What follows belongs to an exercise in optimizing a design on an open flow for a short achievable clock period and few clock cycles; a production flow would make more cautious choices. At most, simulation tests tie the RTL to the original design; equivalence was not proved. No functional check of the RTL was part of run 2. The clock port is modelled as an ideal driver; clocking choices that lean on that would not hold on a real chip. No activity file was given, so power comes from the tool's default toggle rates.

### config.mk
export PLATFORM = sky130hd
export DESIGN_NAME = pipeCpu
export DESIGN_NICKNAME = pipeCpu
export VERILOG_FILES = /design/flow/design.v
export SDC_FILE = /design/flow/constraint.sdc
export NUM_CORES = 4
export LEC_CHECK = 0
export CAP_MARGIN = 20
export CORE_MARGIN = 2
export CORE_UTILIZATION = 55
export PLACE_DENSITY = 0.7
export SETUP_SLACK_MARGIN = 4.8
export SLEW_MARGIN = 20
export TNS_END_PERCENT = 5
### constraint.sdc
create_clock -name core_clock -period 8.0 [get_ports {clk}]
set_input_delay 1.6000 -clock core_clock [delete_from_list [all_inputs] [get_ports {clk}]]
set_output_delay 1.6000 -clock core_clock [all_outputs]
set_load 0.01 [all_outputs]
### design.v
`timescale 1ns/100ps
package pipeCpuPkg;
  typedef logic [16-1:0]      word_t;       
  typedef logic [4-1:0]  regAddr_t;    
  typedef logic [8-1:0] imemAddr_t;
  typedef logic [8-1:0] dmemAddr_t;
  typedef enum logic [3:0] {
    OP_ADD = 4'd0,
    OP_SUB = 4'd1,
    OP_AND = 4'd2,
    OP_NOR = 4'd3,
    OP_SLL = 4'd4,
    OP_SRL = 4'd5,
    OP_SRA = 4'd6,
    OP_LW  = 4'd8,
    OP_SW  = 4'd9,
    OP_LLB = 4'd10,
    OP_HLT = 4'd15
  } opcode_t;
  typedef enum logic [1:0] {FWD_NONE, FWD_DM, FWD_WB} fwdSel_t;
  typedef enum logic [2:0] {
    ALU_ADD, ALU_SUB, ALU_AND, ALU_NOR,
    ALU_SLL, ALU_SRL, ALU_SRA,
    ALU_PASSB    
  } aluOp_t;
endpackage
`timescale 1ns/100ps
`timescale 1ns/100ps
`timescale 1ns/100ps
`timescale 1ns/100ps
`timescale 1ns/100ps
`timescale 1ns/100ps
module pipeCpu (
  input  logic                  clk,
  input  logic                  rstN,
  input  logic                  imemWrEn,     
  input  pipeCpuPkg::imemAddr_t imemWrAddr,
  input  pipeCpuPkg::word_t     imemWrData,
  output pipeCpuPkg::word_t     pc,
  output logic                  hlt,
  output logic                  wbEn,         
  output pipeCpuPkg::regAddr_t  wbAddr,
  output pipeCpuPkg::word_t     wbData
);
  function automatic logic [15:0] add16(input logic [15:0] a, input logic [15:0] b,
                                        input logic cin);
    logic [15:0] g, p, gg, pp;
    g  = a & b;
    p  = a ^ b;
    gg = g;
    pp = p;
    gg[0] = g[0] | (p[0] & cin);
    for (int d = 1; d < 16; d = d * 2) begin
      for (int i = 15; i >= d; i--) begin
        gg[i] = gg[i] | (pp[i] & gg[i-d]);
        pp[i] = pp[i] & pp[i-d];
      end
    end
    add16 = p ^ {gg[14:0], cin};
  endfunction
  function automatic logic [7:0] add8(input logic [7:0] a, input logic [7:0] b);
    logic [7:0] g, p, gg, pp;
    g  = a & b;
    p  = a ^ b;
    gg = g;
    pp = p;
    for (int d = 1; d < 8; d = d * 2) begin
      for (int i = 7; i >= d; i--) begin
        gg[i] = gg[i] | (pp[i] & gg[i-d]);
        pp[i] = pp[i] & pp[i-d];
      end
    end
    add8 = p ^ {gg[6:0], 1'b0};
  endfunction
  logic [15:0] imem0 [0:63];
  logic [15:0] imem1 [0:63];
  logic [15:0] imem2 [0:63];
  logic [15:0] imem3 [0:63];
  always_ff @(posedge clk) begin
    if (imemWrEn && imemWrAddr[1:0] == 2'd0) imem0[imemWrAddr[7:2]] <= imemWrData;
  end
  always_ff @(posedge clk) begin
    if (imemWrEn && imemWrAddr[1:0] == 2'd1) imem1[imemWrAddr[7:2]] <= imemWrData;
  end
  always_ff @(posedge clk) begin
    if (imemWrEn && imemWrAddr[1:0] == 2'd2) imem2[imemWrAddr[7:2]] <= imemWrData;
  end
  always_ff @(posedge clk) begin
    if (imemWrEn && imemWrAddr[1:0] == 2'd3) imem3[imemWrAddr[7:2]] <= imemWrData;
  end
  logic [15:0] w0, w1, w2, w3;
  logic [15:0] lineA [0:3];
  logic [15:0] lineB [0:3];
  logic [15:0] lineC [0:3];
  logic [7:0]  fa;
  logic [5:0]  rl;
  logic [8:0]  pcD;                 
  logic [1:0]  c;                   
  logic [15:0] m0, m1;
  logic        lineCross;
  always_comb begin
    case (fa[1:0])
      2'd0:    begin m0 = lineA[0]; m1 = lineA[1]; end
      2'd1:    begin m0 = lineA[1]; m1 = lineA[2]; end
      2'd2:    begin m0 = lineA[2]; m1 = lineA[3]; end
      default: begin m0 = lineA[3]; m1 = lineB[0]; end
    endcase
  end
  assign lineCross = (fa[1:0] == 2'd3 && c != 2'd0) || (fa[1:0] == 2'd2 && c == 2'd2);
  function automatic logic [15:0] preload(input logic [7:0] a, input logic [15:0] memv);
    preload = (imemWrEn && imemWrAddr == a) ? imemWrData : memv;
  endfunction
  always_ff @(posedge clk) begin
    if (!rstN) begin
      w0 <= preload(8'd0, imem0[0]);
      w1 <= preload(8'd1, imem1[0]);
      w2 <= preload(8'd2, imem2[0]);
      w3 <= preload(8'd3, imem3[0]);
    end else if (c == 2'd2) begin
      w0 <= w2;
      w1 <= w3;
      w2 <= m0;
      w3 <= m1;
    end else if (c == 2'd1) begin
      w0 <= w1;
      w1 <= w2;
      w2 <= w3;
      w3 <= m0;
    end
  end
  always_ff @(posedge clk) begin
    if (!rstN) begin
      lineA[0] <= preload(8'd4, imem0[1]);
      lineA[1] <= preload(8'd5, imem1[1]);
      lineA[2] <= preload(8'd6, imem2[1]);
      lineA[3] <= preload(8'd7, imem3[1]);
      lineB[0] <= preload(8'd8, imem0[2]);
      lineB[1] <= preload(8'd9, imem1[2]);
      lineB[2] <= preload(8'd10, imem2[2]);
      lineB[3] <= preload(8'd11, imem3[2]);
    end else if (lineCross) begin
      lineA[0] <= lineB[0];
      lineA[1] <= lineB[1];
      lineA[2] <= lineB[2];
      lineA[3] <= lineB[3];
      lineB[0] <= lineC[0];
      lineB[1] <= lineC[1];
      lineB[2] <= lineC[2];
      lineB[3] <= lineC[3];
    end
  end
  always_ff @(posedge clk) begin
    lineC[0] <= imem0[rl];
    lineC[1] <= imem1[rl];
    lineC[2] <= imem2[rl];
    lineC[3] <= imem3[rl];
  end
  logic [8:0] pcInc1, pcInc2;
  logic [7:0] faInc1, faInc2;
  assign pcInc1 = pcD + 9'd1;
  assign pcInc2 = pcD + 9'd2;
  assign faInc1 = fa + 8'd1;
  assign faInc2 = fa + 8'd2;
  always_ff @(posedge clk or negedge rstN) begin
    if (!rstN) begin
      fa  <= 8'd4;
      rl  <= 6'd3;
      pcD <= 9'd0;
    end else begin
      if (c == 2'd2) begin
        fa  <= faInc2;
        pcD <= pcInc2;
      end else if (c == 2'd1) begin
        fa  <= faInc1;
        pcD <= pcInc1;
      end
      if (lineCross) rl <= rl + 6'd1;
    end
  end
  logic [15:0] rAdd, rOth, rL, rRes;
  logic        rEn, rSelAdd, rSelL;
  logic [3:0]  rDest;
  assign rRes = rSelAdd ? rAdd : rSelL ? rL : rOth;
  logic [15:0] regs [1:15];
  always_ff @(posedge clk or negedge rstN) begin
    if (!rstN) begin
      for (int i = 1; i < 16; i++) regs[i] <= '0;
    end else if (rEn) begin
      regs[rDest] <= rRes;
    end
  end
  function automatic logic [15:0] rfRead(input logic [3:0] a);
    if (a == 4'd0)               rfRead = '0;
    else if (rEn && rDest == a)  rfRead = rRes;
    else                         rfRead = regs[a];
  endfunction
  logic [3:0] op0, rd0, rs0, rt0, b0, op1, rd1, rs1, rt1, b1;
  logic W0, S0, H0, L0, A0;
  logic W1, S1, H1, L1, A1, R1rs, R1b;
  assign op0 = w0[15:12]; assign rd0 = w0[11:8]; assign rs0 = w0[7:4]; assign rt0 = w0[3:0];
  assign op1 = w1[15:12]; assign rd1 = w1[11:8]; assign rs1 = w1[7:4]; assign rt1 = w1[3:0];
  assign A0 = (op0 <= 4'd6);
  assign A1 = (op1 <= 4'd6);
  assign W0 = (A0 | op0 == 4'd8 | op0 == 4'd10) & (rd0 != 4'd0);
  assign W1 = (A1 | op1 == 4'd8 | op1 == 4'd10) & (rd1 != 4'd0);
  assign L0 = (op0 == 4'd8) & (rd0 != 4'd0);
  assign L1 = (op1 == 4'd8) & (rd1 != 4'd0);
  assign S0 = (op0 == 4'd9);
  assign S1 = (op1 == 4'd9);
  assign H0 = (op0 == 4'd15);
  assign H1 = (op1 == 4'd15);
  assign b0 = S0 ? rd0 : rt0;
  assign b1 = S1 ? rd1 : rt1;
  assign R1rs = (W1 & (A1 | L1)) | S1;
  assign R1b  = (W1 & (op1 <= 4'd3)) | S1;
  logic        eW, eS, eH, eLlb, kLd;
  logic [3:0]  eDest;
  logic [15:0] eImm;
  logic        haltD;
  logic late0, late1;
  assign late0 = eW && !eLlb && eDest == rs0;
  assign late1 = eW && !eLlb && eDest == rs1;
  logic pairOK;
  assign pairOK = !H0 && !(W0 && W1) && !(S0 && S1) && !(W0 && H1) &&
                  !(W0 && ((R1rs && rs1 == rd0) || (R1b && b1 == rd0))) &&
                  !(S0 && L1 && late0);
  logic agi0, agi1, stall, go;
  assign agi0  = L0 && late0;
  assign agi1  = L1 && pairOK && late1;
  assign stall = agi0 | agi1;
  assign go    = !haltD && !stall;
  assign c     = !go ? 2'd0 : pairOK ? 2'd2 : 2'd1;
  logic gW, gS, gH, ws, ss;
  assign gW = W0 | (pairOK & W1);
  assign gS = S0 | (pairOK & S1);
  assign gH = H0 | (pairOK & H1);
  assign ws = !W0;                  
  assign ss = !S0;                  
  logic [15:0] vRs0, vB0, vRs1, vB1;
  assign vRs0 = rfRead(rs0);
  assign vB0  = rfRead(b0);
  assign vRs1 = rfRead(rs1);
  assign vB1  = rfRead(b1);
  logic [15:0] base0, base1;
  logic [7:0]  la0, la1;
  assign base0 = (eW && eLlb && eDest == rs0) ? eImm : vRs0;
  assign base1 = (eW && eLlb && eDest == rs1) ? eImm : vRs1;
  assign la0   = add8(base0[7:0], {{4{rt0[3]}}, rt0});
  assign la1   = add8(base1[7:0], {{4{rt1[3]}}, rt1});
  logic [3:0]  wOp, wRd, wRs, wRt;
  logic [7:0]  wImm8;
  assign wOp   = ws ? op1 : op0;
  assign wRd   = ws ? rd1 : rd0;
  assign wRs   = ws ? rs1 : rs0;
  assign wRt   = ws ? rt1 : rt0;
  assign wImm8 = ws ? w1[7:0] : w0[7:0];
  logic [3:0] sRs, sRd, sImm;
  assign sRs  = ss ? rs1 : rs0;
  assign sRd  = ss ? rd1 : rd0;
  assign sImm = ss ? rt1 : rt0;
  logic kAS, eFwdS, eFwdO, eFwdL;
  assign eFwdS = eW && kAS;
  assign eFwdO = eW && !kAS && !kLd;
  assign eFwdL = eW && kLd;
  logic        kSub, kAnd, kNor, kSll, kSrl, kSra;
  logic        fAs, fAo, fAl, fBs, fBo, fBl, fSbs, fSbo, fSbl, fSds, fSdo, fSdl, eByp;
  logic [15:0] eA, eB, eSd;
  logic [7:0]  eLa, eSb, eSa;
  logic        eSaOK;
  logic [3:0]  eSh, eSimm;
  always_ff @(posedge clk or negedge rstN) begin
    if (!rstN) begin
      eW    <= 1'b0;
      eS    <= 1'b0;
      eH    <= 1'b0;
      haltD <= 1'b0;
    end else begin
      eW    <= go & gW;
      eS    <= go & gS;
      eH    <= go & gH;
      haltD <= haltD | (go & gH);
    end
  end
  always_ff @(posedge clk) begin
    eDest <= wRd;
    kAS   <= (wOp == 4'd0) || (wOp == 4'd1);
    kSub  <= (wOp == 4'd1);
    kAnd  <= (wOp == 4'd2);
    kNor  <= (wOp == 4'd3);
    kSll  <= (wOp == 4'd4);
    kSrl  <= (wOp == 4'd5);
    kSra  <= (wOp == 4'd6);
    kLd   <= (wOp == 4'd8);
    eLlb  <= (wOp == 4'd10);
    eImm  <= {{8{wImm8[7]}}, wImm8};
    eSh   <= wRt;
    eA    <= ws ? vRs1 : vRs0;
    eB    <= ws ? vB1 : vB0;
    eLa   <= L0 ? la0 : la1;
    fAs   <= eFwdS && eDest == wRs;
    fAo   <= eFwdO && eDest == wRs;
    fAl   <= eFwdL && eDest == wRs;
    fBs   <= eFwdS && eDest == wRt;
    fBo   <= eFwdO && eDest == wRt;
    fBl   <= eFwdL && eDest == wRt;
    eSb   <= ss ? vRs1[7:0] : vRs0[7:0];
    eSa   <= ss ? la1 : la0;
    eSaOK <= ss ? !late1 : !late0;
    eSd   <= ss ? vB1 : vB0;
    eSimm <= sImm;
    fSbs  <= eFwdS && eDest == sRs;
    fSbo  <= eFwdO && eDest == sRs;
    fSbl  <= eFwdL && eDest == sRs;
    fSds  <= eFwdS && eDest == sRd;
    fSdo  <= eFwdO && eDest == sRd;
    fSdl  <= eFwdL && eDest == sRd;
    eByp  <= S0 && pairOK && L1;    
  end
  logic [15:0] dmem [0:255];
  logic [15:0] opA, opB, sum, shl, shr, sra, ldv, othRes, sData, sBase;
  logic [7:0]  sAddr;
  function automatic logic [15:0] fwd(input logic s, input logic o, input logic l,
                                      input logic [15:0] v);
    fwd = ({16{s}} & rAdd) | ({16{o}} & rOth) | ({16{l}} & rL) | ({16{!(s | o | l)}} & v);
  endfunction
  assign opA   = fwd(fAs, fAo, fAl, eA);
  assign opB   = fwd(fBs, fBo, fBl, eB);
  assign sum   = kSub ? add16(opA, ~opB, 1'b1) : add16(opA, opB, 1'b0);
  assign shl   = opA << eSh;
  assign shr   = opA >> eSh;
  assign sra   = $signed(opA) >>> eSh;
  assign sBase = fwd(fSbs, fSbo, fSbl, {8'd0, eSb});
  assign sAddr = eSaOK ? eSa : add8(sBase[7:0], {{4{eSimm[3]}}, eSimm});
  assign sData = fwd(fSds, fSdo, fSdl, eSd);
  logic        mS;
  logic [7:0]  mAddr;
  logic [15:0] mData;
  assign ldv = (eByp && eSa == eLa)   ? sData :
               (mS && mAddr == eLa)    ? mData : dmem[eLa];
  always_comb begin
    othRes = eImm;                                
    if (kAnd) othRes = opA & opB;
    if (kNor) othRes = ~(opA | opB);
    if (kSll) othRes = shl;
    if (kSrl) othRes = shr;
    if (kSra) othRes = sra;
  end
  always_ff @(posedge clk or negedge rstN) begin
    if (!rstN) mS <= 1'b0;
    else       mS <= eS;
  end
  always_ff @(posedge clk) begin
    mAddr <= sAddr;
    mData <= sData;
    if (mS) dmem[mAddr] <= mData;
  end
  logic hltR;
  always_ff @(posedge clk) begin
    rAdd    <= sum;
    rOth    <= othRes;
    rL      <= ldv;
    rSelAdd <= kAS;
    rSelL   <= kLd;
    rDest <= eDest;
  end
  always_ff @(posedge clk or negedge rstN) begin
    if (!rstN) begin
      rEn    <= 1'b0;
      hltR   <= 1'b0;
      wbEn   <= 1'b0;
      wbAddr <= '0;
      hlt    <= 1'b0;
      pc     <= '0;
    end else begin
      rEn    <= eW;
      hltR   <= hltR | eH | (go & gH & !eW);
      wbEn   <= rEn;
      wbAddr <= rDest;
      hlt    <= hltR;
      pc     <= {7'd0, pcD};
    end
  end
  always_ff @(posedge clk) begin
    wbData <= rRes;
  end
endmodule
### run.sh
#!/bin/bash
# synth_recipe.tcl (not shown) runs the flow's synth.tcl, then flattens the netlist and writes it again
# the make line also repeats each setting of config.mk as NAME=value (left out here)
make -C /OpenROAD-flow-scripts/flow DESIGN_CONFIG=/design/flow/config.mk WORK_HOME=/design/flow/orfs CLKGATE_MAP_FILE= SYNTH_SCRIPT=/design/flow/synth_recipe.tcl finish
==> impl_metrics.env, run 1 <==
export IMPL_worst_pin_slew_ps=1320
export IMPL_die_h_um=809
export IMPL_yosysWarnings=5
export IMPL_worstPathRequired_ps=8790
export IMPL_power_leakage_nw=132
export IMPL_syn_area_per_cell_sq_um=19.9
export IMPL_synth_area_leaders="edfxtp_1 (71%), mux4_2 (15%), dfrtp_1 (1.9%)"
export IMPL_gp_congestion=0.985
export IMPL_synth_distinct_cells=105
export IMPL_end_kind="flop"
export IMPL_critPathKind="in -> reg"
export IMPL_clk_latency_ps=1190
export IMPL_nets=18900
export IMPL_synth_most_common_cell="edfxtp_1"
export IMPL_setup_viol=0
export IMPL_synth_edf_count=8384
export IMPL_row_count=295
export IMPL_timing_final_crit_share_pct=53.8
export IMPL_clock_skew_ps=102
export IMPL_grt_overflow_total=0
export IMPL_drt_iter0_markers=32800
export IMPL_cap_viol_max_count=0
export IMPL_h_tree_depth=6
export IMPL_io_pins=65
export IMPL_fill_cells=42700
export IMPL_drc_errors=0
export IMPL_grt_start_max_net_pins=212
export IMPL_start_util_pct=55.2
export IMPL_regArea_sq_mm=0.264
export IMPL_antenna_left=0
export IMPL_grt_pass1_vias=187000
export IMPL_clk_pin_slew_worst_paths_ps=60
export IMPL_flow_area_growth_from_synthesis_pct=14.6
export IMPL_whs_ps=324
export IMPL_power_density_mw_per_mm2=361
export IMPL_rsz0062_at_grt="yes"
export IMPL_r2r_start="w0[4]"
export IMPL_finalHoldViolations=0
export IMPL_wl_per_cell_um=37.5
export IMPL_multi_input_area_sq_mm=0.0904
export IMPL_slew_violations=0
export IMPL_ys_flop_type="edfxtp_1"
export IMPL_die_w_um=809
export IMPL_cts_sinks=8932
export IMPL_status="complete, no violations"
export IMPL_slew_limit_headroom_pct=11.3
export IMPL_yosysTopAreaCell="edfxtp_1"
export IMPL_core_area_sq_mm=0.646
export IMPL_ir_worst_vdd_mv=0.321
export IMPL_routed_wl_um=1060000
export IMPL_cts_buffers_inserted=859
export IMPL_dr_pass1_iters=13
export IMPL_dpl_hpwl_um=618000
export IMPL_vias_per_cell=6.90
export IMPL_cp_startpoint="imemWrAddr[3]"
export IMPL_antenna_found_initial=88
export IMPL_clock_fmax_mhz=232
export IMPL_cp_start_kind="input pin"
export IMPL_syn_inst=18000
export IMPL_port_buffers=57
export IMPL_p_total_mw=147
export IMPL_synthesis_area_sq_mm=0.357
export IMPL_synth_top_area_share_pct=70.6
export IMPL_hold_path_class="in -> async"
export IMPL_ys_ff_latch=8932
export IMPL_tns_ps=0
export IMPL_grt_pass1_wl_um=1480000
export IMPL_cts_tree="done"
export IMPL_ys_seq_area_share_pct=74.1
export IMPL_drive_gt1_share_pct=28.1
export IMPL_yosys_top_cells_count="edfxtp_1 (8384), mux4_2 (2375), nand2_1 (974), nor2_1 (784), clkbuf_1 (780)"
export IMPL_ctsRootBufferMaster="clkbuf_16"
export IMPL_worstPathMaxFanout=16
export IMPL_cts_buffer_depth=4
export IMPL_async_flop_share_pct=3.12
export IMPL_grt_use_total_pct=31.9
export IMPL_min_period_ps=4300
export IMPL_arrival_ps=5100
export IMPL_num_vias=195000
export IMPL_dieArea_sq_mm=0.655
export IMPL_ctsHoldBuffers=0
-- path summary, 6_finish.rpt --
kind | slack (ps) | to | cells after the start
max | 3700 | imem2[54][11] | 6
min | 320 | regs[4][11] | 1
max reg2reg | 3810 | eLa[7] | 18
min reg2reg | 340 | mS | 0
max in group asynchronous | 6070 | regs[9][1] | 2
min in group core_clock | 340 | mS | 0
-- state kept, by name, indices dropped and copies added (netlist names), 64 cells and up --
register	cells
dmem	4096
imem0	1024
imem1	1024
imem2	1024
imem3	1024
lineA	64
lineB	64
lineC	64
regs	240
-- metal layers --
metal | track usage, % | vias to the layer above | routed length, um
met5 | 0 | - | 260
met4 | 12.5 | 32 | 51200
met3 | 7.54 | 2244 | 130000
met2 | 47.4 | 13700 | 478000
met1 | 46.6 | 102000 | 398000
li1 | - | 76300 | -
-- metrics by stage --
| stage | std cells | setup slack [ps] | instance area [sq um] | util (%) |
|---|---|---|---|---|
| after floorplan | 18000 | 3670 | 357000 | - |
| after global placement | 26200 | 2320 | 370000 | 57.4 |
| after detailed placement | 26200 | 2360 | 371000 | 57.4 |
| after CTS | 28100 | 3820 | 407000 | 63.1 |
| after global routing | 28200 | 3710 | 409000 | 63.3 |
| final | 28200 | 3700 | 409000 | 63.3 |
-- cells in the final DEF, fill, tap and decap left out, drive strengths merged, types with 48 or more instances in the layout --
cell / n
o21ai: 512
buf: 1054
nand3: 221
nor2: 786
a22oi: 365
a211oi: 146
mux4: 2375
dfrtp: 277
nand4: 64
o211ai: 48
a222oi: 111
nor2b: 95
a22o: 68
ha: 75
clkinv: 391
nand2b: 50
a221oi: 60
bufinv: 96
dfxtp: 269
nor3: 110
edfxtp: 8384
o22ai: 100
xnor2: 73
inv: 115
a21oi: 284
and2: 88
mux2i: 447
mux2: 125
clkbuf: 1068
bufbuf: 52
nand2: 974
a31oi: 66
-- layout make-up --
cell class	instances	area share, %
diodes	41	0.0251
clock buffers	1063	5.58
clock inverters	522	1.37
inverters	108	0.109
multi-input cells	7764	22.1
flip-flops and latches	8932	64.7
well taps	8613	2.64
repair buffers	1151	3.49
repair inverters	2	0.00306
-- timing repair --
action | 4_1_cts | 5_1_grt
gates resized for setup | 676 | 119
hold endpoints to repair | 0 | 0
pin swaps | 83 | 51
cloned | 102 | 4
setup buffers | 202 | 57
endpoints found under the setup margin | 5300 | 5770
-- critical path, cell delays in order --
cell and delay (ps):
clkdlybuf4s50_1 610, nor2b_1 160, buf_4 180, and2_1 610, nand2_1 850, nor2_2 1050
-- cells by family after synthesis --
logic type	Yosys count	share of synthesized area [%]
mux	2946	16.7
flops	8932	74.1
fa+ha+maj	80	0.291
xor+xnor	109	0.268
simple gates	2594	3.31
compound gates	2022	3.87
other cells	1	0.00105
buf+inv	1283	1.54
-- where the power goes --
group | switching [mW] | internal [mW] | leakage [nW]
logic | 28.3 | 20.0 | 36.3
registers | 3.08 | 55.0 | 82.1
clock network | 17.7 | 23.3 | 13.8
Testbench counts, summed over its fixed seeds: cycles 11,274.
==> run 2, diff against run 1 <==
--- a/design.v
+++ b/design.v
@@ -95,3 +95,3 @@
   logic [7:0]  fa;
-  logic [5:0]  rl;
+  logic [63:0] rlOH;                
   logic [8:0]  pcD;                 
@@ -151,7 +151,20 @@
   end
+  logic [15:0] lineRead0, lineRead1, lineRead2, lineRead3;
+  always_comb begin
+    lineRead0 = '0;
+    lineRead1 = '0;
+    lineRead2 = '0;
+    lineRead3 = '0;
+    for (int i = 0; i < 64; i++) begin
+      lineRead0 = lineRead0 | ({16{rlOH[i]}} & imem0[i]);
+      lineRead1 = lineRead1 | ({16{rlOH[i]}} & imem1[i]);
+      lineRead2 = lineRead2 | ({16{rlOH[i]}} & imem2[i]);
+      lineRead3 = lineRead3 | ({16{rlOH[i]}} & imem3[i]);
+    end
+  end
   always_ff @(posedge clk) begin
-    lineC[0] <= imem0[rl];
-    lineC[1] <= imem1[rl];
-    lineC[2] <= imem2[rl];
-    lineC[3] <= imem3[rl];
+    lineC[0] <= lineRead0;
+    lineC[1] <= lineRead1;
+    lineC[2] <= lineRead2;
+    lineC[3] <= lineRead3;
   end
@@ -166,3 +179,3 @@
       fa  <= 8'd4;
-      rl  <= 6'd3;
+      rlOH <= 64'd8;
       pcD <= 9'd0;
@@ -176,3 +189,3 @@
       end
-      if (lineCross) rl <= rl + 6'd1;
+      if (lineCross) rlOH <= {rlOH[62:0], rlOH[63]};
     end
@@ -215,3 +228,5 @@
   assign R1b  = (W1 & (op1 <= 4'd3)) | S1;
-  logic        eW, eS, eH, eLlb, kLd;
+  logic        dW, dS, dH, dLlb, dAS, dLd;
+  logic [3:0]  dDest;
+  logic        eW, eS, eH, eLlb, eAS, eLd;
   logic [3:0]  eDest;
@@ -220,4 +235,4 @@
   logic late0, late1;
-  assign late0 = eW && !eLlb && eDest == rs0;
-  assign late1 = eW && !eLlb && eDest == rs1;
+  assign late0 = dW && !dLlb && dDest == rs0;
+  assign late1 = dW && !dLlb && dDest == rs1;
   logic pairOK;
@@ -232,3 +247,3 @@
   assign c     = !go ? 2'd0 : pairOK ? 2'd2 : 2'd1;
-  logic gW, gS, gH, ws, ss;
+  logic gW, gS, gH, ws, ss, ls;
   assign gW = W0 | (pairOK & W1);
@@ -238,2 +253,3 @@
   assign ss = !S0;                  
+  assign ls = !L0;                  
   logic [15:0] vRs0, vB0, vRs1, vB1;
@@ -243,9 +259,3 @@
   assign vB1  = rfRead(b1);
-  logic [15:0] base0, base1;
-  logic [7:0]  la0, la1;
-  assign base0 = (eW && eLlb && eDest == rs0) ? eImm : vRs0;
-  assign base1 = (eW && eLlb && eDest == rs1) ? eImm : vRs1;
-  assign la0   = add8(base0[7:0], {{4{rt0[3]}}, rt0});
-  assign la1   = add8(base1[7:0], {{4{rt1[3]}}, rt1});
-  logic [3:0]  wOp, wRd, wRs, wRt;
+  logic [3:0]  wOp, wRd, wRs, wRt, lRs, lImm, sRs, sRd, sImm;
   logic [7:0]  wImm8;
@@ -256,26 +266,27 @@
   assign wImm8 = ws ? w1[7:0] : w0[7:0];
-  logic [3:0] sRs, sRd, sImm;
-  assign sRs  = ss ? rs1 : rs0;
-  assign sRd  = ss ? rd1 : rd0;
-  assign sImm = ss ? rt1 : rt0;
-  logic kAS, eFwdS, eFwdO, eFwdL;
-  assign eFwdS = eW && kAS;
-  assign eFwdO = eW && !kAS && !kLd;
-  assign eFwdL = eW && kLd;
-  logic        kSub, kAnd, kNor, kSll, kSrl, kSra;
-  logic        fAs, fAo, fAl, fBs, fBo, fBl, fSbs, fSbo, fSbl, fSds, fSdo, fSdl, eByp;
-  logic [15:0] eA, eB, eSd;
-  logic [7:0]  eLa, eSb, eSa;
-  logic        eSaOK;
-  logic [3:0]  eSh, eSimm;
+  assign lRs   = ls ? rs1 : rs0;
+  assign lImm  = ls ? rt1 : rt0;
+  assign sRs   = ss ? rs1 : rs0;
+  assign sRd   = ss ? rd1 : rd0;
+  assign sImm  = ss ? rt1 : rt0;
+  logic p1S, p1O, p1L;
+  assign p1S = dW && dAS;
+  assign p1O = dW && !dAS && !dLd;
+  assign p1L = dW && dLd;
+  logic        dSub, dAnd, dNor, dSll, dSrl, dSra, dByp;
+  logic [15:0] dImm, dA, dB, dSd;
+  logic [7:0]  dLb, dSb;
+  logic [3:0]  dSh, dLimm, dSimm;
+  logic        gA2, gB2, gL2, gLi, gSb2, gSbi, gSd2, dSlate;
+  logic        dAs, dAo, dAl, dBs, dBo, dBl, dSbs, dSbo, dSbl, dSds, dSdo, dSdl;
   always_ff @(posedge clk or negedge rstN) begin
     if (!rstN) begin
-      eW    <= 1'b0;
-      eS    <= 1'b0;
-      eH    <= 1'b0;
+      dW    <= 1'b0;
+      dS    <= 1'b0;
+      dH    <= 1'b0;
       haltD <= 1'b0;
     end else begin
-      eW    <= go & gW;
-      eS    <= go & gS;
-      eH    <= go & gH;
+      dW    <= go & gW;
+      dS    <= go & gS;
+      dH    <= go & gH;
       haltD <= haltD | (go & gH);
@@ -284,38 +295,107 @@
   always_ff @(posedge clk) begin
-    eDest <= wRd;
-    kAS   <= (wOp == 4'd0) || (wOp == 4'd1);
-    kSub  <= (wOp == 4'd1);
-    kAnd  <= (wOp == 4'd2);
-    kNor  <= (wOp == 4'd3);
-    kSll  <= (wOp == 4'd4);
-    kSrl  <= (wOp == 4'd5);
-    kSra  <= (wOp == 4'd6);
-    kLd   <= (wOp == 4'd8);
-    eLlb  <= (wOp == 4'd10);
-    eImm  <= {{8{wImm8[7]}}, wImm8};
-    eSh   <= wRt;
-    eA    <= ws ? vRs1 : vRs0;
-    eB    <= ws ? vB1 : vB0;
-    eLa   <= L0 ? la0 : la1;
-    fAs   <= eFwdS && eDest == wRs;
-    fAo   <= eFwdO && eDest == wRs;
-    fAl   <= eFwdL && eDest == wRs;
-    fBs   <= eFwdS && eDest == wRt;
-    fBo   <= eFwdO && eDest == wRt;
-    fBl   <= eFwdL && eDest == wRt;
-    eSb   <= ss ? vRs1[7:0] : vRs0[7:0];
-    eSa   <= ss ? la1 : la0;
-    eSaOK <= ss ? !late1 : !late0;
-    eSd   <= ss ? vB1 : vB0;
-    eSimm <= sImm;
-    fSbs  <= eFwdS && eDest == sRs;
-    fSbo  <= eFwdO && eDest == sRs;
-    fSbl  <= eFwdL && eDest == sRs;
-    fSds  <= eFwdS && eDest == sRd;
-    fSdo  <= eFwdO && eDest == sRd;
-    fSdl  <= eFwdL && eDest == sRd;
-    eByp  <= S0 && pairOK && L1;    
+    dDest  <= wRd;
+    dAS    <= (wOp == 4'd0) || (wOp == 4'd1);
+    dSub   <= (wOp == 4'd1);
+    dAnd   <= (wOp == 4'd2);
+    dNor   <= (wOp == 4'd3);
+    dSll   <= (wOp == 4'd4);
+    dSrl   <= (wOp == 4'd5);
+    dSra   <= (wOp == 4'd6);
+    dLd    <= (wOp == 4'd8);
+    dLlb   <= (wOp == 4'd10);
+    dImm   <= {{8{wImm8[7]}}, wImm8};
+    dSh    <= wRt;
+    dA     <= ws ? vRs1 : vRs0;
+    dB     <= ws ? vB1 : vB0;
+    dLb    <= ls ? vRs1[7:0] : vRs0[7:0];
+    dLimm  <= lImm;
+    dSb    <= ss ? vRs1[7:0] : vRs0[7:0];
+    dSimm  <= sImm;
+    dSd    <= ss ? vB1 : vB0;
+    dByp   <= S0 && pairOK && L1;           
+    dSlate <= ss ? late1 : late0;
+    gA2    <= eW && eDest == wRs;
+    gB2    <= eW && eDest == wRt;
+    gL2    <= eW && eDest == lRs;
+    gSb2   <= eW && eDest == sRs;
+    gSd2   <= eW && eDest == sRd;
+    gLi    <= dW && dLlb && dDest == lRs;
+    gSbi   <= dW && dLlb && dDest == sRs;
+    dAs    <= p1S && dDest == wRs;
+    dAo    <= p1O && dDest == wRs;
+    dAl    <= p1L && dDest == wRs;
+    dBs    <= p1S && dDest == wRt;
+    dBo    <= p1O && dDest == wRt;
+    dBl    <= p1L && dDest == wRt;
+    dSbs   <= p1S && dDest == sRs;
+    dSbo   <= p1O && dDest == sRs;
+    dSbl   <= p1L && dDest == sRs;
+    dSds   <= p1S && dDest == sRd;
+    dSdo   <= p1O && dDest == sRd;
+    dSdl   <= p1L && dDest == sRd;
+  end
+  logic [7:0]   lBase, sBaseD, la, sa;
+  logic [255:0] laOH;
+  assign lBase  = gLi ? eImm[7:0] : gL2 ? rRes[7:0] : dLb;
+  assign sBaseD = gSbi ? eImm[7:0] : gSb2 ? rRes[7:0] : dSb;
+  assign la     = add8(lBase, {{4{dLimm[3]}}, dLimm});
+  assign sa     = add8(sBaseD, {{4{dSimm[3]}}, dSimm});
+  always_comb begin
+    for (int i = 0; i < 256; i++) laOH[i] = (la == i[7:0]);
+  end
+  logic         kSub, kAnd, kNor, kSll, kSrl, kSra, eByp, eSaOK;
+  logic         fAs, fAo, fAl, fBs, fBo, fBl, fSbs, fSbo, fSbl, fSds, fSdo, fSdl;
+  logic [15:0]  eA, eB, eSd;
+  logic [7:0]   eLa, eSb, eSa;
+  logic [255:0] eLaOH;
+  logic [3:0]   eSh, eSimm;
+  always_ff @(posedge clk or negedge rstN) begin
+    if (!rstN) begin
+      eW <= 1'b0;
+      eS <= 1'b0;
+      eH <= 1'b0;
+    end else begin
+      eW <= dW;
+      eS <= dS;
+      eH <= dH;
+    end
+  end
+  always_ff @(posedge clk) begin
+    eDest <= dDest;
+    eAS   <= dAS;
+    kSub  <= dSub;
+    kAnd  <= dAnd;
+    kNor  <= dNor;
+    kSll  <= dSll;
+    kSrl  <= dSrl;
+    kSra  <= dSra;
+    eLd   <= dLd;
+    eLlb  <= dLlb;
+    eImm  <= dImm;
+    eSh   <= dSh;
+    eA    <= gA2 ? rRes : dA;
+    eB    <= gB2 ? rRes : dB;
+    eLa   <= la;
+    eLaOH <= laOH;
+    eSa   <= sa;
+    eSaOK <= !dSlate;
+    eSb   <= gSb2 ? rRes[7:0] : dSb;
+    eSimm <= dSimm;
+    eSd   <= gSd2 ? rRes : dSd;
+    eByp  <= dByp;
+    fAs   <= dAs;
+    fAo   <= dAo;
+    fAl   <= dAl;
+    fBs   <= dBs;
+    fBo   <= dBo;
+    fBl   <= dBl;
+    fSbs  <= dSbs;
+    fSbo  <= dSbo;
+    fSbl  <= dSbl;
+    fSds  <= dSds;
+    fSdo  <= dSdo;
+    fSdl  <= dSdl;
   end
   logic [15:0] dmem [0:255];
-  logic [15:0] opA, opB, sum, shl, shr, sra, ldv, othRes, sData, sBase;
+  logic [15:0] opA, opB, sum, shl, shr, sra, ldRaw, ldv, othRes, sData, sBase;
   logic [7:0]  sAddr;
@@ -337,4 +417,8 @@
   logic [15:0] mData;
+  always_comb begin
+    ldRaw = '0;
+    for (int i = 0; i < 256; i++) ldRaw = ldRaw | ({16{eLaOH[i]}} & dmem[i]);
+  end
   assign ldv = (eByp && eSa == eLa)   ? sData :
-               (mS && mAddr == eLa)    ? mData : dmem[eLa];
+               (mS && mAddr == eLa)    ? mData : ldRaw;
   always_comb begin
@@ -361,5 +445,5 @@
     rL      <= ldv;
-    rSelAdd <= kAS;
-    rSelL   <= kLd;
-    rDest <= eDest;
+    rSelAdd <= eAS;
+    rSelL   <= eLd;
+    rDest   <= eDest;
   end
@@ -375,3 +459,3 @@
       rEn    <= eW;
-      hltR   <= hltR | eH | (go & gH & !eW);
+      hltR   <= hltR | eH | (dH & !eW);
       wbEn   <= rEn;
==> flow/run.sh (new file) <==
#!/bin/bash
# Own layout flow: the standard flow (standard.sh, unchanged synthesis),
# with the port buffers made of a plain buffer cell instead of the one
# buffer_ports picks by default (a slow delay cell here).
set -euo pipefail
export BUFFER_PORTS_ARGS="-buffer_cell sky130_fd_sc_hd__buf_4"
bash standard.sh > standard_flow.log 2>&1
==> standard.sh (new file) <==
#!/bin/bash
# synth_recipe.tcl (not shown) runs the flow's synth.tcl, then flattens the netlist and writes it again
# the make line also repeats each setting of config.mk as NAME=value (left out here)
make -C /OpenROAD-flow-scripts/flow DESIGN_CONFIG=/design/flow/config.mk WORK_HOME=/design/flow/orfs CLKGATE_MAP_FILE= SYNTH_SCRIPT=/design/flow/synth_recipe.tcl "${@:-finish}"
--- a/config.mk
+++ b/config.mk
@@ -9,4 +9,4 @@
 export CORE_MARGIN = 2
-export CORE_UTILIZATION = 55
-export PLACE_DENSITY = 0.7
+export CORE_UTILIZATION = 65
+export PLACE_DENSITY = 0.75
 export SETUP_SLACK_MARGIN = 4.8
removed: run.sh
==> run 2 against run 1 <==
Net effect: the flow now stops in 5_1_grt; area after synthesis decreased by 2.3%; synthesized cell count rose by 15%.
==> impl_metrics.env, run 2 <==
export IMPL_dpl_hpwl_um=1200000
export IMPL_h_tree_depth=6
export IMPL_placedCellCount=27500
export IMPL_row_count=268
export IMPL_io_pins=65
export IMPL_ys_ff_latch=9362
export IMPL_synth_top_area_share_pct=72.3
export IMPL_yosysWarnings=5
export IMPL_port_buffers=57
export IMPL_haltStage="5_1_grt"
export IMPL_async_flop_share_pct=3.63
export IMPL_gp_congestion=1.26
export IMPL_yosys_top_cells_count="edfxtp_1 (8384), a22o_1 (1833), a221oi_1 (1831), clkbuf_1 (1251), nor2_1 (998)"
export IMPL_error="[ERROR GRT-0232] Routing congestion too high. Check the congestion heatmap in the GUI."
export IMPL_synth_distinct_cells=107
export IMPL_synth_area_leaders="edfxtp_1 (72%), a22o_1 (4.6%), a221oi_1 (4.6%)"
export IMPL_yosysTopAreaCell="edfxtp_1"
export IMPL_ys_flop_type="edfxtp_1"
export IMPL_grt_use_total_pct=75.1
export IMPL_status="aborted with a tool error"
export IMPL_synthesis_area_sq_mm=0.348
export IMPL_cts_buffers_inserted=870
export IMPL_synth_most_common_cell="edfxtp_1"
export IMPL_synth_edf_count=8384
export IMPL_grt_start_max_net_pins=188
export IMPL_cts_sinks=9362
export IMPL_syn_area_per_cell_sq_um=16.9
export IMPL_ctsRootBufferMaster="clkbuf_16"
export IMPL_start_util_pct=65.3
export IMPL_ys_seq_area_share_pct=78.4
export IMPL_die_w_um=736
export IMPL_grt_overflow_total=1
export IMPL_die_h_um=736
export IMPL_syn_inst=20600
export IMPL_cts_buffer_depth=4
## run 2: through the flow
| step | cell area [sq um] | total power [mW] | utilization [%] | setup slack (ps) |
|---|---|---|---|---|
| after CTS | 398000 | 127 | 74.7 | 3990 |
| after detailed placement | 366000 | 83.0 | 68.6 | 1860 |
| after floorplan | 348000 | 68.9 | - | 3890 |
| after global placement | 366000 | 82.7 | 68.6 | 1750 |
## run 2: how the worst min path moves through the flow
stage	startpoint	to	slack (ps)	cells past startpoint
4_1_cts	eLd	rSelL	330	0
2_1_floorplan	dByp	eByp	310	0
3_3_place_gp	dSrl	kSrl	310	0
3_5_place_dp	dImm[6]	eImm[6]	310	0
## run 2: logic make-up after synthesis
| family | share of synthesized area (%) |
|---|---|
| multiplexers | 1.53 |
| AND/OR/NAND/NOR | 4.54 |
| buffers and inverters | 1.82 |
| other | 0.00108 |
| flip-flops | 78.4 |
| XOR/XNOR | 0.324 |
| AO/OA/AOI/OAI | 13.1 |
| adder cells (fa/ha/maj) | 0.294 |
## run 2: power by group through the flow
stage / Sequential (mW) / Combinational [mW] / Clock [mW]
after floorplan: 60.5 / 8.43 / 0
after detailed placement: 60.9 / 22.1 / 0
after global placement: 60.9 / 21.7 / 0
after CTS: 59.9 / 25.3 / 41.9
## run 2: metal layers
metal / overflow / GRT usage, %
met1: 0 / 79.1
met2: 0 / 86.8
met3: 1 / 64.2
met4: 0 / 66.0
met5: 0 / 42.1
## run 2: what timing repair did
action,4_1_cts
pin swaps,105
gates resized for setup,529
gates cloned,24
endpoints found under the setup margin,2111
hold buffers,0
setup buffers,68
==> run 3, diff against run 2 <==
--- a/design.v
+++ b/design.v
@@ -95,3 +95,3 @@
   logic [7:0]  fa;
-  logic [63:0] rlOH;                
+  logic [5:0]  rl;
   logic [8:0]  pcD;                 
@@ -151,20 +151,7 @@
   end
-  logic [15:0] lineRead0, lineRead1, lineRead2, lineRead3;
-  always_comb begin
-    lineRead0 = '0;
-    lineRead1 = '0;
-    lineRead2 = '0;
-    lineRead3 = '0;
-    for (int i = 0; i < 64; i++) begin
-      lineRead0 = lineRead0 | ({16{rlOH[i]}} & imem0[i]);
-      lineRead1 = lineRead1 | ({16{rlOH[i]}} & imem1[i]);
-      lineRead2 = lineRead2 | ({16{rlOH[i]}} & imem2[i]);
-      lineRead3 = lineRead3 | ({16{rlOH[i]}} & imem3[i]);
-    end
-  end
   always_ff @(posedge clk) begin
-    lineC[0] <= lineRead0;
-    lineC[1] <= lineRead1;
-    lineC[2] <= lineRead2;
-    lineC[3] <= lineRead3;
+    lineC[0] <= imem0[rl];
+    lineC[1] <= imem1[rl];
+    lineC[2] <= imem2[rl];
+    lineC[3] <= imem3[rl];
   end
@@ -179,3 +166,3 @@
       fa  <= 8'd4;
-      rlOH <= 64'd8;
+      rl  <= 6'd3;
       pcD <= 9'd0;
@@ -189,3 +176,3 @@
       end
-      if (lineCross) rlOH <= {rlOH[62:0], rlOH[63]};
+      if (lineCross) rl <= rl + 6'd1;
     end
@@ -337,3 +324,2 @@
   logic [7:0]   lBase, sBaseD, la, sa;
-  logic [255:0] laOH;
   assign lBase  = gLi ? eImm[7:0] : gL2 ? rRes[7:0] : dLb;
@@ -342,5 +328,2 @@
   assign sa     = add8(sBaseD, {{4{dSimm[3]}}, dSimm});
-  always_comb begin
-    for (int i = 0; i < 256; i++) laOH[i] = (la == i[7:0]);
-  end
   logic         kSub, kAnd, kNor, kSll, kSrl, kSra, eByp, eSaOK;
@@ -349,3 +332,2 @@
   logic [7:0]   eLa, eSb, eSa;
-  logic [255:0] eLaOH;
   logic [3:0]   eSh, eSimm;
@@ -378,3 +360,2 @@
     eLa   <= la;
-    eLaOH <= laOH;
     eSa   <= sa;
@@ -417,6 +398,3 @@
   logic [15:0] mData;
-  always_comb begin
-    ldRaw = '0;
-    for (int i = 0; i < 256; i++) ldRaw = ldRaw | ({16{eLaOH[i]}} & dmem[i]);
-  end
+  assign ldRaw = dmem[eLa];
   assign ldv = (eByp && eSa == eLa)   ? sData :
==> flow/run.sh (replaced) <==
#!/bin/bash
# Own layout flow: the standard flow (standard.sh, unchanged synthesis)
# with two changes to how the layout is optimised:
#  - the port buffers use a plain buffer cell instead of the delay cell
#    buffer_ports picks by default;
#  - after placement, before clock tree synthesis, a full setup repair with
#    placement parasitics (post_resize.tcl).
set -euo pipefail
export BUFFER_PORTS_ARGS="-buffer_cell sky130_fd_sc_hd__buf_4"
export POST_RESIZE_TCL="$(pwd)/flow/post_resize.tcl"
bash standard.sh > standard_flow.log 2>&1
==> flow/post_resize.tcl (new file) <==
# Setup repair after placement (ideal clocks, placement parasitics)
repair_timing -setup -setup_margin $::env(SETUP_SLACK_MARGIN) -repair_tns 10 -verbose
--- a/config.mk
+++ b/config.mk
@@ -9,4 +9,4 @@
 export CORE_MARGIN = 2
-export CORE_UTILIZATION = 65
-export PLACE_DENSITY = 0.75
+export CORE_UTILIZATION = 55
+export PLACE_DENSITY = 0.7
 export SETUP_SLACK_MARGIN = 4.8
==> run 3 against run 2 <==
Net effect: the run fails in 3_4_place_resized; area after synthesis increased by 2.9%; synthesized cell count decreased by 11%.
==> impl_metrics.env, run 3 <==
export IMPL_ys_flop_type="edfxtp_1"
export IMPL_synth_compound_area_share_pct=4.22
export IMPL_synthXorXnorAreaFrac_pct=0.317
export IMPL_status="aborted with a tool error"
export IMPL_io_pins=65
export IMPL_synth_mux_area_fraction_pct=16.1
export IMPL_ys_seq_area_share_pct=74.3
export IMPL_synth_edf_count=8384
export IMPL_synth_distinct_cells=94
export IMPL_syn_inst=18300
export IMPL_row_count=296
export IMPL_ys_ff_latch=9048
export IMPL_haltStage="3_4_place_resized"
export IMPL_synth_top_family_by_area="multiplexers"
export IMPL_synth_top_area_share_pct=70.2
export IMPL_error="Error: resize.tcl, 39 can't read \"::env(SETUP_SLACK_MARGIN)\": no such variable"
export IMPL_async_flop_share_pct=3.12
export IMPL_die_w_um=812
export IMPL_synthesis_area_sq_mm=0.359
export IMPL_gp_congestion=1.00
export IMPL_start_util_pct=55.2
export IMPL_yosysTopAreaCell="edfxtp_1"
export IMPL_syn_area_per_cell_sq_um=19.6
export IMPL_synth_area_leaders="edfxtp_1 (70%), mux4_2 (14%), dfxtp_1 (2.1%)"
export IMPL_synth_adder_area_share_pct=0.290
export IMPL_yosysWarnings=5
export IMPL_synthSimpleGateAreaFrac_pct=3.23
export IMPL_port_buffers=57
export IMPL_synth_most_common_cell="edfxtp_1"
export IMPL_die_h_um=812
export IMPL_yosys_top_cells_count="edfxtp_1 (8384), mux4_2 (2238), nand2_1 (937), nor2_1 (829), clkbuf_1 (793)"
run 3: cell types whose count changed after synthesis, moves of 138 or more:
cell,previous run,this run
nand4_1,606,77
mux2i_1,273,591
buf_2,70,208
a22oi_1,807,419
a221oi_1,1831,101
mux4_2,11,2238
nor2_1,998,829
clkbuf_1,1251,793
dfxtp_1,638,382
a22o_1,1833,53
o22ai_1,48,254
run 3: metrics by stage:
stage | cell area [sq um] | total power, mW | worst slack [ps]
after global placement | 373000 | 99.7 | 2820
after floorplan | 359000 | 84.2 | 3750
run 3: power groups by stage:
stage / Combinational (mW) / Clock (mW) / Sequential, mW
after global placement: 39.3 / 0 / 60.4
after floorplan: 24.8 / 0 / 59.5
run 3: worst max path at each step:
stage | slack (ps) | endpoint | startpoint | cells after the start
after floorplan | 3750 | dmem[0][0] | mData[0] | 0
after global placement | 2820 | rL[13] | eLa[1] | 9
run 3: cell families after synthesis:
logic type,count (synthesis)
simple gates,2567
mux,2964
other cells,1
xor+xnor,130
buf+inv,1323
compound gates,2225
flops,9048
fa+ha+maj,80
Testbench counts of run 3, summed over its fixed seeds: cycles 11,338.
==> run 4, diff against run 3 <==
==> flow/post_resize.tcl (replaced) <==
# Setup repair after placement (ideal clocks, placement parasitics)
repair_timing -setup -setup_margin 4.8 -repair_tns 10 -verbose
==> run 4 against run 3 <==
Net effect: the run now finishes clean; area after synthesis did not move; synthesized cell count did not move.
==> impl_metrics.env, run 4 <==
export IMPL_ctsRootBufferMaster="clkbuf_16"
export IMPL_hold_path_class="reg -> reg"
export IMPL_num_vias=199000
export IMPL_p_total_mw=146
export IMPL_r2r_end="dSb[6]"
export IMPL_tns_ps=0
export IMPL_clock_fmax_mhz=270
export IMPL_h_tree_depth=6
export IMPL_ir_worst_vdd_mv=0.306
export IMPL_synth_area_leaders="edfxtp_1 (70%), mux4_2 (14%), dfxtp_1 (2.1%)"
export IMPL_synth_edf_count=8384
export IMPL_final_cell_mix="edfxtp_1 (8384), mux4_2 (2238), clkbuf_16 (950), nand2_1 (829), buf_4 (794)"
export IMPL_clk_pin_slew_worst_paths_ps=70
export IMPL_r2r_start="w0[7]"
export IMPL_flow_area_growth_from_synthesis_pct=15.6
export IMPL_synth_top_area_share_pct=70.2
export IMPL_cts_tree="done"
export IMPL_slew_violations=0
export IMPL_syn_inst=18300
export IMPL_ys_seq_area_share_pct=74.3
export IMPL_cts_buffers_inserted=867
export IMPL_cp_startpoint="w0[7]"
export IMPL_ctsHoldBuffers=0
export IMPL_cp_slowest_cell="a221oi_1"
export IMPL_clk_latency_ps=1200
export IMPL_cap_viol_max_count=0
export IMPL_slowest_delay_ps=860
export IMPL_ys_flop_type="edfxtp_1"
export IMPL_port_buffers=57
export IMPL_end_kind="flop"
export IMPL_min_period_ps=3700
export IMPL_finalHoldViolations=0
export IMPL_slew_limit_headroom_pct=11.5
export IMPL_path_delay_family="simple AND/OR/NAND/NOR gates"
export IMPL_grt_start_max_net_pins=190
export IMPL_worst_pin_slew_ps=1300
export IMPL_worstPathMaxFanout=22
export IMPL_die_h_um=812
export IMPL_synth_most_common_cell="edfxtp_1"
export IMPL_path_cells="buf_4 > nand2b_1 > nor3_4 > buf_4 > a22oi_1 > nand4_1 > nor4_1 > a221oi_1 > nand2_1 > nand2_1"
export IMPL_async_flop_share_pct=3.12
export IMPL_start_util_pct=55.2
export IMPL_dr_pass1_iters=13
export IMPL_timing_final_crit_share_pct=46.3
export IMPL_nets=19500
export IMPL_grt_overflow_total=0
export IMPL_rsz0062_at_grt="yes"
export IMPL_synth_distinct_cells=94
export IMPL_worstPathRequired_ps=9060
export IMPL_dieArea_sq_mm=0.659
export IMPL_cts_buffer_depth=4
export IMPL_antenna_found_initial=72
export IMPL_drive_gt1_share_pct=28.4
export IMPL_drc_errors=0
export IMPL_dpl_hpwl_um=664000
export IMPL_setup_viol=0
export IMPL_yosysWarnings=5
export IMPL_io_pins=65
export IMPL_vias_per_cell=6.89
export IMPL_routed_wl_um=1080000
export IMPL_die_w_um=812
export IMPL_yosysTopAreaCell="edfxtp_1"
export IMPL_wl_per_cell_um=37.6
export IMPL_cp_start_kind="flop"
export IMPL_cp_endpoint="dSb[6]"
export IMPL_antenna_left=0
export IMPL_power_leakage_nw=135
export IMPL_finalNonFillerCells=28900
export IMPL_yosys_top_cells_count="edfxtp_1 (8384), mux4_2 (2238), nand2_1 (937), nor2_1 (829), clkbuf_1 (793)"
export IMPL_ys_ff_latch=9048
export IMPL_syn_area_per_cell_sq_um=19.6
export IMPL_status="complete, no violations"
export IMPL_core_area_sq_mm=0.650
export IMPL_ff2ff_path_depth=10
export IMPL_row_count=296
export IMPL_r2r_slack_ps=4300
export IMPL_gp_congestion=1.00
export IMPL_power_density_mw_per_mm2=353
export IMPL_grt_pass1_wl_um=1510000
export IMPL_largest_register="dmem"
export IMPL_crit_cells=10
export IMPL_clock_skew_ps=110
export IMPL_grt_use_total_pct=32.5
export IMPL_fill_cells=42500
export IMPL_critPathBufInv=2
export IMPL_largest_reg_flops=4096
export IMPL_arrival_ps=4760
export IMPL_drt_iter0_markers=32700
export IMPL_synthesis_area_sq_mm=0.359
export IMPL_grt_pass1_vias=192000
export IMPL_placedCellCount=27000
export IMPL_cts_sinks=9048
export IMPL_critPathKind="reg -> reg"
export IMPL_final_common_cell="edfxtp_1"
==> run 4: cell counts after synthesis <==
No cell type changed its count.
==> run 4: area by class of cell <==
type                       instances  area, sq um  share of cell area [%]
antenna                           38         95.1                  0.0229
multi-input combinational       7986        91200                    22.0
sequential                      9048       267000                    64.3
tap                             8642        10800                    2.61
timing repair buffer            1381        17100                    4.13
inverter                         139          564                   0.136
clock buffer                    1097        23000                    5.54
clock inverter                   520         5120                    1.24
timing repair inverter             1         7.51                 0.00181
==> run 4: per-stage QoR <==
step                setup WS [ps]  util (%)  hold WS [ps]  instance area (sq um)
floorplan                    3750         -           310                 359000
global placement             2820      57.4           310                 373000
detailed placement           4340      59.0           312                 383000
CTS                          4480      63.7           317                 414000
global route                 4360      63.8           325                 414000
finish                       4300      63.8           321                 415000
==> run 4: timing repair <==
action / 4_1_cts / 5_1_grt
cloned: 44 / 1
buffers inserted: 76 / 24
pin swaps: 21 / 11
gates resized for setup: 158 / 57
endpoints found under the setup margin: 1235 / 1768
==> run 4: layer usage <==
layer | GRT usage [%] | vias up | share of wire [%]
met5 | 0 | - | 0.018
met4 | 15.5 | 32 | 5.9
met3 | 8.26 | 2534 | 12
met2 | 48.7 | 14400 | 45
met1 | 45.4 | 104000 | 36
li1 | - | 78200 | -
==> run 4: power by group <==
| part | leakage [nW] | switching (mW) | internal (mW) | total [mW] |
|---|---|---|---|---|
| clock network | 13.7 | 17.8 | 22.9 | 40.7 |
| logic | 38.3 | 27.4 | 18.9 | 46.3 |
| registers | 83.1 | 3.35 | 56.0 | 59.3 |
| total | 135 | 48.5 | 97.8 | 146 |
==> run 4: worst min path at each step <==
| stage | start | end | depth (start not counted) | slack (ps) |
|---|---|---|---|---|
| 2_1_floorplan | dByp | eByp | 0 | 310 |
| 3_3_place_gp | dSbo | fSbo | 0 | 310 |
| 3_5_place_dp | dAo | fAo | 0 | 310 |
| 4_1_cts | dSimm[2] | eSimm[2] | 0 | 320 |
| 5_1_grt | dNor | kNor | 0 | 330 |
| 6_report | dSimm[2] | eSimm[2] | 0 | 320 |
==> run 4: worst reg2reg max path: cells and delay by family, from the launching register on <==
kind | cells | cell delay (ps)
AND/OR/NAND/NOR | 6 | 1390
buffers and inverters | 2 | 850
AO/OA/AOI/OAI | 2 | 1030
flip-flops | 1 | 330
==> run 4: cell families after synthesis <==
kind of cell | count (synthesis) | share of synthesized area, %
DFF | 9048 | 74.3
adders and majority gates | 80 | 0.290
and+or+nand+nor | 2567 | 3.23
other | 1 | 0.00105
buffers and inverters | 1323 | 1.51
AOI/OAI and AO/OA | 2225 | 4.22
xor gates and xnor gates | 130 | 0.317
muxes | 2964 | 16.1
==> run 5, diff against run 4 <==
==> flow/run.sh (replaced) <==
#!/bin/bash
# Own layout flow: the standard flow (standard.sh, unchanged synthesis)
# with these changes to how the layout is optimised:
#  - the port buffers use a plain buffer cell instead of the delay cell
#    buffer_ports picks by default;
#  - after placement, before clock tree synthesis, a full setup repair with
#    placement parasitics (post_resize.tcl);
#  - after clock tree synthesis, a second setup repair free to change cell
#    sizes, then legalisation (post_cts.tcl).
set -euo pipefail
export BUFFER_PORTS_ARGS="-buffer_cell sky130_fd_sc_hd__buf_4"
export POST_RESIZE_TCL="$(pwd)/flow/post_resize.tcl"
export POST_CTS_TCL="$(pwd)/flow/post_cts.tcl"
bash standard.sh > standard_flow.log 2>&1
==> flow/post_cts.tcl (new file) <==
# Setup repair after clock tree synthesis (propagated clocks, placement
# parasitics), sizing not limited to same-footprint cells, then legalise
estimate_parasitics -placement
repair_timing -setup -setup_margin 4.8 -repair_tns 5 -verbose
detailed_placement
check_placement -verbose
--- a/config.mk
+++ b/config.mk
@@ -10,2 +10,4 @@
 export CORE_UTILIZATION = 55
+export CTS_CLUSTER_DIAMETER = 100
+export CTS_CLUSTER_SIZE = 20
 export PLACE_DENSITY = 0.7
==> run 5 against run 4 <==
Net effect: non-clock buffer count increased by 18; sequential share of layout area up 2.1 points; still clean; worst setup slack better by 90 ps; combinational power hardly changed; maximum frequency up 2.5%; final area down 3.1%.
==> impl_metrics.env, run 5 <==
export IMPL_hold_start="dAo"
export IMPL_die_w_um=812
export IMPL_die_h_um=812
export IMPL_async_flop_share_pct=3.12
export IMPL_cts_sinks=9048
export IMPL_clock_skew_ps=84.5
export IMPL_cp_start_kind="flop"
export IMPL_gp_congestion=1.00
export IMPL_grt_overflow_total=0
export IMPL_power_density_mw_per_mm2=332
export IMPL_nets=19200
export IMPL_cp_startpoint="eLa[0]"
export IMPL_critPathBufInv=5
export IMPL_grt_pass1_vias=186000
export IMPL_ys_seq_area_share_pct=74.3
export IMPL_path_common_cell="buf_12"
export IMPL_dieArea_sq_mm=0.659
export IMPL_worst_pin_slew_ps=1310
export IMPL_drive_gt1_share_pct=26.6
export IMPL_clk_pin_slew_worst_paths_ps=90
export IMPL_flow_area_growth_from_synthesis_pct=12.0
export IMPL_arrival_ps=4630
export IMPL_setup_viol=0
export IMPL_dp_slack_ps=4340
export IMPL_final_cell_mix="edfxtp_1 (8384), mux4_2 (2238), nand2_1 (827), buf_4 (820), clkbuf_16 (622)"
export IMPL_slew_violations=0
export IMPL_finalNonFillerCells=28000
export IMPL_grt_pass1_wl_um=1480000
export IMPL_cap_viol_max_count=0
export IMPL_ys_ff_latch=9048
export IMPL_setup_ws_ps=4390
export IMPL_use_met3_pct=7.66
export IMPL_yosysWarnings=5
export IMPL_end_kind="flop"
export IMPL_p_total_mw=133
export IMPL_dr_pass1_iters=15
export IMPL_synth_most_common_cell="edfxtp_1"
export IMPL_drc_errors=0
export IMPL_wl_per_cell_um=37.9
export IMPL_rsz0062_at_grt="yes"
export IMPL_tns_ps=0
export IMPL_use_met1_pct=45.1
export IMPL_timing_final_crit_share_pct=45.1
export IMPL_antenna_left=0
export IMPL_grtUsageMet2_pct=47.8
export IMPL_synth_area_leaders="edfxtp_1 (70%), mux4_2 (14%), dfxtp_1 (2.1%)"
export IMPL_dpl_hpwl_um=664000
export IMPL_largest_register="dmem"
export IMPL_yosys_top_cells_count="edfxtp_1 (8384), mux4_2 (2238), nand2_1 (937), nor2_1 (829), clkbuf_1 (793)"
export IMPL_finalHoldViolations=0
export IMPL_power_leakage_nw=129
export IMPL_synth_distinct_cells=94
export IMPL_place_area_sq_mm=0.383
export IMPL_largest_reg_flops=4096
export IMPL_grt_busiest_layer="met2"
export IMPL_holdPathEnd="fAo"
export IMPL_stdcell_area_sq_mm=0.402
export IMPL_ir_worst_vdd_mv=0.294
export IMPL_core_area_sq_mm=0.650
export IMPL_cp_slowest_cell="nand4_1"
export IMPL_min_period_ps=3610
export IMPL_r2r_end="rL[8]"
export IMPL_clk_latency_ps=1130
export IMPL_syn_inst=18300
export IMPL_io_pins=65
export IMPL_syn_area_per_cell_sq_um=19.6
export IMPL_start_util_pct=55.2
export IMPL_clock_fmax_mhz=277
export IMPL_hold_path_class="reg -> reg"
export IMPL_vias_per_cell=6.97
export IMPL_path_cells="buf_12 > buf_16 > buf_12 > buf_16 > buf_12 > mux4_2 > o22ai_2 > or4_4 > a31oi_2 > nand4_1 > o21ai_1"
export IMPL_port_buffers=57
export IMPL_critPathKind="reg -> reg"
export IMPL_worstPathRequired_ps=9020
export IMPL_ys_flop_type="edfxtp_1"
export IMPL_path_delay_family="simple AND/OR/NAND/NOR gates"
export IMPL_cts_tree="done"
export IMPL_r2r_slack_ps=4390
export IMPL_placedCellCount=27000
export IMPL_synth_top_area_share_pct=70.2
export IMPL_drt_iter0_markers=33100
export IMPL_num_vias=195000
export IMPL_grt_use_total_pct=31.8
export IMPL_antenna_found_initial=68
export IMPL_status="complete, no violations"
export IMPL_r2r_start="eLa[0]"
export IMPL_slew_limit_headroom_pct=10.9
export IMPL_grt_start_max_net_pins=190
export IMPL_worstPathMaxFanout=8
export IMPL_final_common_cell="edfxtp_1"
export IMPL_row_count=296
export IMPL_slowest_delay_ps=710
export IMPL_synthesis_area_sq_mm=0.359
export IMPL_min_path_cells=0
export IMPL_routed_wl_um=1060000
export IMPL_synth_edf_count=8384
export IMPL_yosysTopAreaCell="edfxtp_1"
export IMPL_ff2ff_path_depth=11
## run 5: cell counts after synthesis
No cell type changed its count.
## run 5: stage by stage
step | hold slack [ps] | util (%)
detailed placement | 312 | 59.0
global route | 331 | 61.8
finish | 328 | 61.8
global placement | 310 | 57.4
floorplan | 310 | -
## run 5: kinds of logic (layout without fill, tap and decap cells)
family | after synthesis | after routing | share of synthesized area, %
simple gates | 2567 | 2580 | 3.23
other cells | 1 | 43 | 0.00105
mux | 2964 | 2964 | 16.1
flops | 9048 | 9048 | 74.3
fa+ha+maj | 80 | 80 | 0.290
xor+xnor | 130 | 130 | 0.317
buf+inv | 1323 | 2304 | 1.51
compound gates | 2225 | 2227 | 4.22
## run 5: report_power, final
group	total (mW)	internal, mW	switching (mW)
sequential	59.2	55.9	3.35
clock	27.8	12.7	15.1
combinational	46.2	19.0	27.2
total	133	87.6	45.6
## run 5: routing by layer
metal	part of all wire, %	routed length (um)
met5	0.020	212
met4	5.3	56700
met3	12	129000
met2	46	484000
met1	37	392000
## run 5: worst max-delay path by stage
stage	to	slack [ps]	cells after the start
finish	rL[8]	4390	11
global route	rAdd[15]	4460	12
detailed placement	dmem[45][1]	4340	4
global placement	rL[13]	2820	9
floorplan	dmem[0][0]	3750	0
## run 5: final cells by class
class	count	area, sq um
flip-flops and latches	9048	267000
fillers	44000	248000
multi-input cells	7988	91300
repair buffers	1399	17200
clock buffers	719	14400
well taps	8642	10800
clock inverters	46	672
inverters	139	568
diodes	36	90.1
repair inverters	1	7.51

==> re-timing with driven ports <==
Ports are ideal in the flow. The routed layouts listed here were re-timed in OpenROAD. Step 1: set_driving_cell puts a clkbuf_16 on clk and a buf_2 on each other input, an assumption about the parent block. Step 2 moves the port delays by t, midway between the first and last clock arrival at a register: inputs arrive t later, outputs are due t later. That takes back most of the time a late clock gives input paths. a / b / c = ideal / step 1 / step 2; a / b = the first two.
run | t (ns) | setup WS [ns] | worst setup path at the end | worst register clock-pin slew, ns | worst data-port slew with drivers (ns)
run 1 | 1.300 | 3.696 / 3.658 / 2.358 | input to register | 0.07 / 0.07 | 0.19
run 4 | 1.288 | 4.300 / 4.300 / 4.009 | input to register | 0.07 / 0.07 | 0.26
run 5 | 1.222 | 4.390 / 4.390 / 4.043 | input to register | 0.10 / 0.10 | 0.27
After both steps every run listed still meets setup and hold. The setup slack of run 1, which loses most, moves by -0.038 ns with the drivers and by -1.338 ns with both steps.
